This design comes from an exercise in tuning for small area, a short achievable clock period and few clock cycles on the open sky130 flow, not from production work.

job 6797:
==> flow/design.v <==
package mem_pkg;
  typedef enum logic [1:0] {
    CMD_NOP   = 2'd0,
    CMD_WRITE = 2'd1,
    CMD_READ  = 2'd2
  } mem_cmd_t;
  typedef enum logic [1:0] {
    ST_WAIT_INIT = 2'd0,
    ST_IDLE      = 2'd1,
    ST_WRITE     = 2'd2,
    ST_READ      = 2'd3
  } sched_state_t;
endpackage
package stream_pkg;
  typedef enum logic {
    HALF_LO = 1'b0,
    HALF_HI = 1'b1
  } half_t;
endpackage
`timescale 1ns/1ps
module mem_loop_top
#(
  parameter int DATA_WIDTH  = 32,
  parameter int BURST_LEN   = 4,
  parameter int ADDR_WIDTH  = 6,
  parameter int FIFO_DEPTH  = 16,
  parameter int READ_LAT    = 2,
  parameter int INIT_CYCLES = 32
) (
  input  logic                  clk0_tb,
  input  logic                  locked,
  input  logic                  in_valid,
  input  logic [DATA_WIDTH-1:0] in_data,
  output logic                  in_ready,
  output logic                  out_valid,
  output logic [DATA_WIDTH-1:0] out_data,
  input  logic                  out_ready,
  output logic                  init_done
);
  localparam int DEPTH = 8;
  localparam int IW    = $clog2(INIT_CYCLES) + 1;
  logic [IW-1:0] init_cnt;
  always_ff @(posedge clk0_tb or negedge locked) begin
    if (!locked) begin
      init_cnt <= '0;
    end else if (!init_cnt[IW-1]) begin
      init_cnt <= init_cnt + 1'b1;
    end
  end
  assign init_done = init_cnt[IW-1];
  logic [DATA_WIDTH-1:0] buf_q [0:DEPTH-1];
  logic [DEPTH-1:0]      vld;       
  logic [DEPTH-1:0]      rd_oh;     
  logic [DEPTH-1:0]      wr_oh;     
  logic                  init_nxt;
  logic                  take7;     
  logic                  last_room;  
  logic                  in_take;
  logic                  complete;  
  logic                  out_hold;
  logic                  load;
  logic [DATA_WIDTH-1:0] head;
  assign init_nxt  = init_cnt[IW-1] || (init_cnt == IW'(INIT_CYCLES - 1));
  assign take7     = in_ready && wr_oh[DEPTH-1];
  assign last_room = |(vld & {wr_oh[DEPTH-2:0], wr_oh[DEPTH-1]});
  assign in_take  = in_valid && in_ready;
  assign complete = vld[DEPTH-1] || (in_valid && take7);
  assign out_hold = out_valid && !out_ready;
  assign load     = complete && !out_hold;
  always_ff @(posedge clk0_tb or negedge locked) begin
    if (!locked) begin
      vld       <= '0;
      rd_oh     <= DEPTH'(1);
      wr_oh     <= DEPTH'(1);
      in_ready  <= 1'b0;
      out_valid <= 1'b0;
    end else begin
      vld <= (vld & ~(rd_oh & {DEPTH{load}})) | (wr_oh & {DEPTH{in_take}});
      if (load) begin
        rd_oh <= {rd_oh[DEPTH-2:0], rd_oh[DEPTH-1]};
      end
      if (in_take) begin
        wr_oh <= {wr_oh[DEPTH-2:0], wr_oh[DEPTH-1]};
      end
      in_ready  <= init_nxt && (load || (in_take ? !last_room : (in_ready || !init_cnt[IW-1])));
      out_valid <= out_hold || complete;
    end
  end
  always_ff @(posedge clk0_tb) begin
    for (int i = 0; i < DEPTH; i++) begin
      if (!vld[i]) begin
        buf_q[i] <= in_data;
      end
    end
  end
  always_comb begin
    head = '0;
    for (int i = 0; i < DEPTH; i++) begin
      head = head | (buf_q[i] & {DATA_WIDTH{rd_oh[i]}});
    end
  end
  always_ff @(posedge clk0_tb) begin
    out_data <= (out_data & {DATA_WIDTH{out_hold}}) | (head & {DATA_WIDTH{!out_hold}});
  end
endmodule
export LEC_CHECK = 0
export ABC_CLOCK_PERIOD_IN_PS = 2500
export CAP_MARGIN = 20
export CORE_MARGIN = 2
export CORE_UTILIZATION = 55
export CTS_CLUSTER_DIAMETER = 100
export CTS_CLUSTER_SIZE = 30
export PLACE_DENSITY = 0.65
export SLEW_MARGIN = 20
export SYNTH_MEMORY_MAX_BITS = 16384
create_clock -name core_clock -period 8.0 [get_ports {clk0_tb}]
standard.sh (not shown) runs the stock make flow with config.mk's settings and CLKGATE_MAP_FILE= SYNTH_SCRIPT=/design/flow/synth_recipe.tcl, a recipe that flattens the netlist after the stock synthesis.
==> flow/flow/run.sh <==
#!/bin/bash
set -euo pipefail
cd "$(dirname "$0")/.."
export SETUP_SLACK_MARGIN="${MY_SETUP_MARGIN:-5.8}"
export BUFFER_PORTS_ARGS="-buffer_cell sky130_fd_sc_hd__buf_2"
export CTS_ARGS="-sink_clustering_enable -repair_clock_nets -dont_use_dummy_load"
bash standard.sh > standard.log 2>&1
Relative to job 6797, the following input files were edited for job 1967:
--- a/flow/design.v
+++ b/flow/design.v
@@ -98,8 +98,10 @@
     for (int i = 0; i < DEPTH; i++) begin
       head = head | (buf_q[i] & {DATA_WIDTH{rd_oh[i]}});
     end
   end
   always_ff @(posedge clk0_tb) begin
-    out_data <= (out_data & {DATA_WIDTH{out_hold}}) | (head & {DATA_WIDTH{!out_hold}});
+    if (!out_hold) begin
+      out_data <= head;
+    end
   end
 endmodule
==> notes.md <==
- On number of non-filler instances in the completed layout, job 1967 tracks job 6797 almost exactly.
- There was hardly any difference in fraction of met3 tracks used by global routing between job 1967 and job 6797.
- Job 1967 vs job 6797: number of optimization iterations in the first detailed-route pass down in job 1967
- Final critical-path share of the clock period: lower on job 1967
- Taking job 6797 as the reference, in job 1967 via count has increased; final standard cell area without fillers has decreased; post-layout net count has remained practically unchanged; time the final worst path needs with I/O delays and setup has decreased.
- ~same count of placed standard cells including taps in job 6797 and job 1967
- Setup slack after layout: job 1967 > job 6797
No functional check of the RTL was part of any run of this note.

[afterwards: timing with drivers on the ports]
In the flow no input, the clock included, has a driving cell. The finished layouts below were timed again as built, in two steps. Step 1 assumes that a clkbuf_16 drives the clock port and a buf_2 every other input. Step 2 times the ports against the registers' clock, not the clock port: input delays grow and output delays shrink by t, the midpoint of the rising clock arrivals with the driver on. a / b / c = no drivers / after step 1 / after step 2; a / b = the first two.
run | t (ns) | setup WS [ns] | worst setup path at the end | pins driven straight from the clock port
job 6797 | 0.581 | 5.267 / 5.223 / 5.219 | input to register | 1
job 1967 | 0.585 | 5.282 / 5.236 / 5.000 | input to register | 1
After both steps setup and hold are still met in every run listed. For job 1967, which loses most, drivers alone change the setup slack by -0.046 ns; drivers and shift together by -0.282 ns.
